What follows belongs to an exercise in optimizing a design on an open flow for small area; a production flow would make more cautious choices.
In this exercise RTL edits were held to simulation tests only and were not proved equivalent to the original.
Power is estimated from default activity; no workload was simulated. No driver is modelled on the clock port, so clocking that relies on it looks cheaper here than on a real chip.

Design eeprom_ctrl, start of the top module:
module eeprom_ctrl (
    input  logic                                i_clk,
    input  logic                                i_rst,
    output logic [eeprom_cfg_pkg::BUS_DEV_W-1:0] o_operation_device,
    output eeprom_cfg_pkg::addr_t                o_operation_addr,
    output eeprom_cfg_pkg::len_t                 o_operation_len,
    output logic [1:0]                          o_operation_type,
    output logic                                o_operation_valid,
    input  logic                                i_operation_ready,
    output eeprom_cfg_pkg::data_t                o_write_data,
    input  logic                                i_write_req,
    input  eeprom_cfg_pkg::data_t                i_read_data,
    input  logic                                i_read_valid,
    input  logic [eeprom_cfg_pkg::DEV_W-1:0]     i_user_device_addr,
    input  eeprom_cfg_pkg::addr_t                i_user_operate_addr,
    input  eeprom_cfg_pkg::len_t                 i_user_operate_len,
    input  logic [1:0]                          i_user_operate_type,
    input  logic                                i_user_operate_valid,
    output logic                                o_user_operate_ready,
    input  eeprom_cfg_pkg::data_t                i_user_write_data,
    input  logic                                i_user_write_valid,
    output eeprom_cfg_pkg::data_t                o_user_read_data,
    output logic                                o_user_read_sop,
    output logic                                o_user_read_eop,
    output logic                                o_user_read_valid
);
clock: 5.0 ns
lec_check: 0
cap_margin: 20
core_margin: 2
core_utilization: 50
slew_margin: 20
standard.sh (not shown) runs the stock make flow with config.mk's settings and CLKGATE_MAP_FILE= SYNTH_SCRIPT=/design/flow/synth_recipe.tcl, a recipe that flattens the netlist after the stock synthesis.
==> flow/flow/run.sh <==
#!/bin/bash
# Layout flow: the standard layout, with three changes
#  - synthesis maps the logic with an area-oriented ABC script (flow/area.abc);
#    the Yosys steps, and so the registers and their names, are the standard ones
#  - the port buffers are the smallest buffer
#  - the clock tree uses bigger sink clusters and no dummy loads
# Each make run writes its full output to a log of its own here.
set -euo pipefail
W=$(pwd)
export MY_ABC_SCRIPT="$W/flow/area.abc"
ARGS=(
  "SYNTH_SCRIPT=$W/flow/synth.tcl"
  "BUFFER_PORTS_ARGS=-buffer_cell sky130_fd_sc_hd__buf_1"
  "CTS_ARGS=-sink_clustering_enable -repair_clock_nets -sink_clustering_size 24 -sink_clustering_max_diameter 80 -buf_list sky130_fd_sc_hd__clkbuf_16 -dont_use_dummy_load"
)
bash standard.sh "${ARGS[@]}" synth > "$W/synth.log" 2>&1
bash standard.sh "${ARGS[@]}" finish > "$W/layout.log" 2>&1
test -s "$W/out/final.def"
==> flow/flow/area.abc <==
&get -n
&st
&dch
&nf -R 1000
&put
==> flow/flow/synth.tcl <==
proc synth {args} { yosys synth -nofsm -noshare {*}$args }
proc abc {args} {
  set i [lsearch -exact $args -script]
  if { $i >= 0 } { lset args [expr {$i + 1}] $::env(MY_ABC_SCRIPT) }
  yosys abc {*}$args
}
source $::env(SCRIPTS_DIR)/synth.tcl
# left out here: clear keep_hierarchy, flatten, clean up, hide names made inside functions, write 1_2_yosys.v
Edit:
--- a/flow/flow/run.sh
+++ b/flow/flow/run.sh
@@ -13,3 +13,3 @@
   "BUFFER_PORTS_ARGS=-buffer_cell sky130_fd_sc_hd__buf_1"
-  "CTS_ARGS=-sink_clustering_enable -repair_clock_nets -sink_clustering_size 24 -sink_clustering_max_diameter 80 -buf_list sky130_fd_sc_hd__clkbuf_16 -dont_use_dummy_load"
+  "CTS_ARGS=-sink_clustering_enable -repair_clock_nets -sink_clustering_size 30 -sink_clustering_max_diameter 100 -buf_list sky130_fd_sc_hd__clkbuf_16 -dont_use_dummy_load"
 )
The new run went through all stages and came out clean.
Power came out lower by 2.4%.
Area after synthesis does not change.
Setup slack gets better by 0.024 ns.
Synthesized cell count stays the same.
Clock skew shrinks by 0.026 ns.
Wire length fell by 0.42%.
Edit:
--- a/flow/flow/run.sh
+++ b/flow/flow/run.sh
@@ -13,3 +13,3 @@
   "BUFFER_PORTS_ARGS=-buffer_cell sky130_fd_sc_hd__buf_1"
-  "CTS_ARGS=-sink_clustering_enable -repair_clock_nets -sink_clustering_size 30 -sink_clustering_max_diameter 100 -buf_list sky130_fd_sc_hd__clkbuf_16 -dont_use_dummy_load"
+  "CTS_ARGS=-sink_clustering_enable -repair_clock_nets -sink_clustering_size 27 -sink_clustering_max_diameter 90 -buf_list sky130_fd_sc_hd__clkbuf_16 -dont_use_dummy_load"
 )
Settings changed: CAP_MARGIN 20 to 0, SLEW_MARGIN 20 to 0.
=> The new run completed without violations. Non-clock buffer count is lower by 1. Routed wire length hardly moves. Final area hardly moves.

eeprom_ctrl, a different RTL version from the one above (not shown whole).
For scale: roughly 3300 cells after synthesis, about 2100 flip-flops, about 110 I/O pins.
Settings: LEC_CHECK=0, CAP_MARGIN=0, CORE_MARGIN=2, CORE_UTILIZATION=58, SLEW_MARGIN=0; clock period 5.0 ns.
==> flow/flow/run.sh <==
#!/bin/bash
# Layout flow: the standard layout, with three changes
#  - synthesis maps the logic with an area-oriented ABC script (flow/area.abc);
#    the Yosys steps, and so the registers and their names, are the standard ones
#  - the port buffers are the smallest buffer
#  - the clock tree uses bigger sink clusters and no dummy loads
# Each make run writes its full output to a log of its own here.
set -euo pipefail
W=$(pwd)
export MY_ABC_SCRIPT="$W/flow/area.abc"
ARGS=(
  "SYNTH_SCRIPT=$W/flow/synth.tcl"
  "BUFFER_PORTS_ARGS=-buffer_cell sky130_fd_sc_hd__buf_1"
  "CTS_ARGS=-sink_clustering_enable -repair_clock_nets -sink_clustering_size 27 -sink_clustering_max_diameter 90 -buf_list sky130_fd_sc_hd__clkbuf_16 -dont_use_dummy_load"
)
bash standard.sh "${ARGS[@]}" synth > "$W/synth.log" 2>&1
bash standard.sh "${ARGS[@]}" finish > "$W/layout.log" 2>&1
test -s "$W/out/final.def"
Scripts as last shown in full above: flow/flow/area.abc, flow/flow/synth.tcl
Edit:
--- a/flow/flow/run.sh
+++ b/flow/flow/run.sh
@@ -14 +14 @@
-  "CTS_ARGS=-sink_clustering_enable -repair_clock_nets -sink_clustering_size 27 -sink_clustering_max_diameter 90 -buf_list sky130_fd_sc_hd__clkbuf_16 -dont_use_dummy_load"
+  "CTS_ARGS=-sink_clustering_enable -repair_clock_nets -sink_clustering_size 31 -sink_clustering_max_diameter 100 -buf_list sky130_fd_sc_hd__clkbuf_16 -dont_use_dummy_load"
Result: Global-route usage stays flat; clock-buffer cell count went down by 10; sequential share of layout area went up by 0.24 points; sequential power hardly moves; power went down by 1.1%; via count hardly moves; synthesized cell count does not change; synthesized area does not change; design area went down by about 0.3%; die area stays the same; final cell count is about the same.

[afterwards: timing with drivers on the ports]
The results above use ideal ports. As a check the final layouts listed here were re-extracted and re-timed, cells and wires unchanged.
Step 1: set_driving_cell puts a clkbuf_16 on i_clk and a buf_2 on each other input, an assumption about the parent block.
Step 2 adds t to the input delays and takes it off the output delays; t is the mean of the earliest and latest rising clock arrival at the registers after step 1. Input paths then give back, and output paths get back, about the clock's delay inside the block.
Slacks: ideal / step 1 / step 2; pairs: ideal / step 1.
run	shift t [ns]	setup slack, ns	clock arrival spread, ns
the first run of note 1	0.799	0.655 / 0.655 / 0.655	0.101 / 0.101
the second run of note 1	0.785	0.680 / 0.680 / 0.680	0.100 / 0.100
the third run of note 1	0.764	0.636 / 0.636 / 0.636	0.117 / 0.117
the first run of note 2	0.764	0.662 / 0.662 / 0.662	0.056 / 0.055
the second run of note 2	0.740	0.704 / 0.704 / 0.704	0.055 / 0.055
After both steps setup and hold are still met in every run listed.
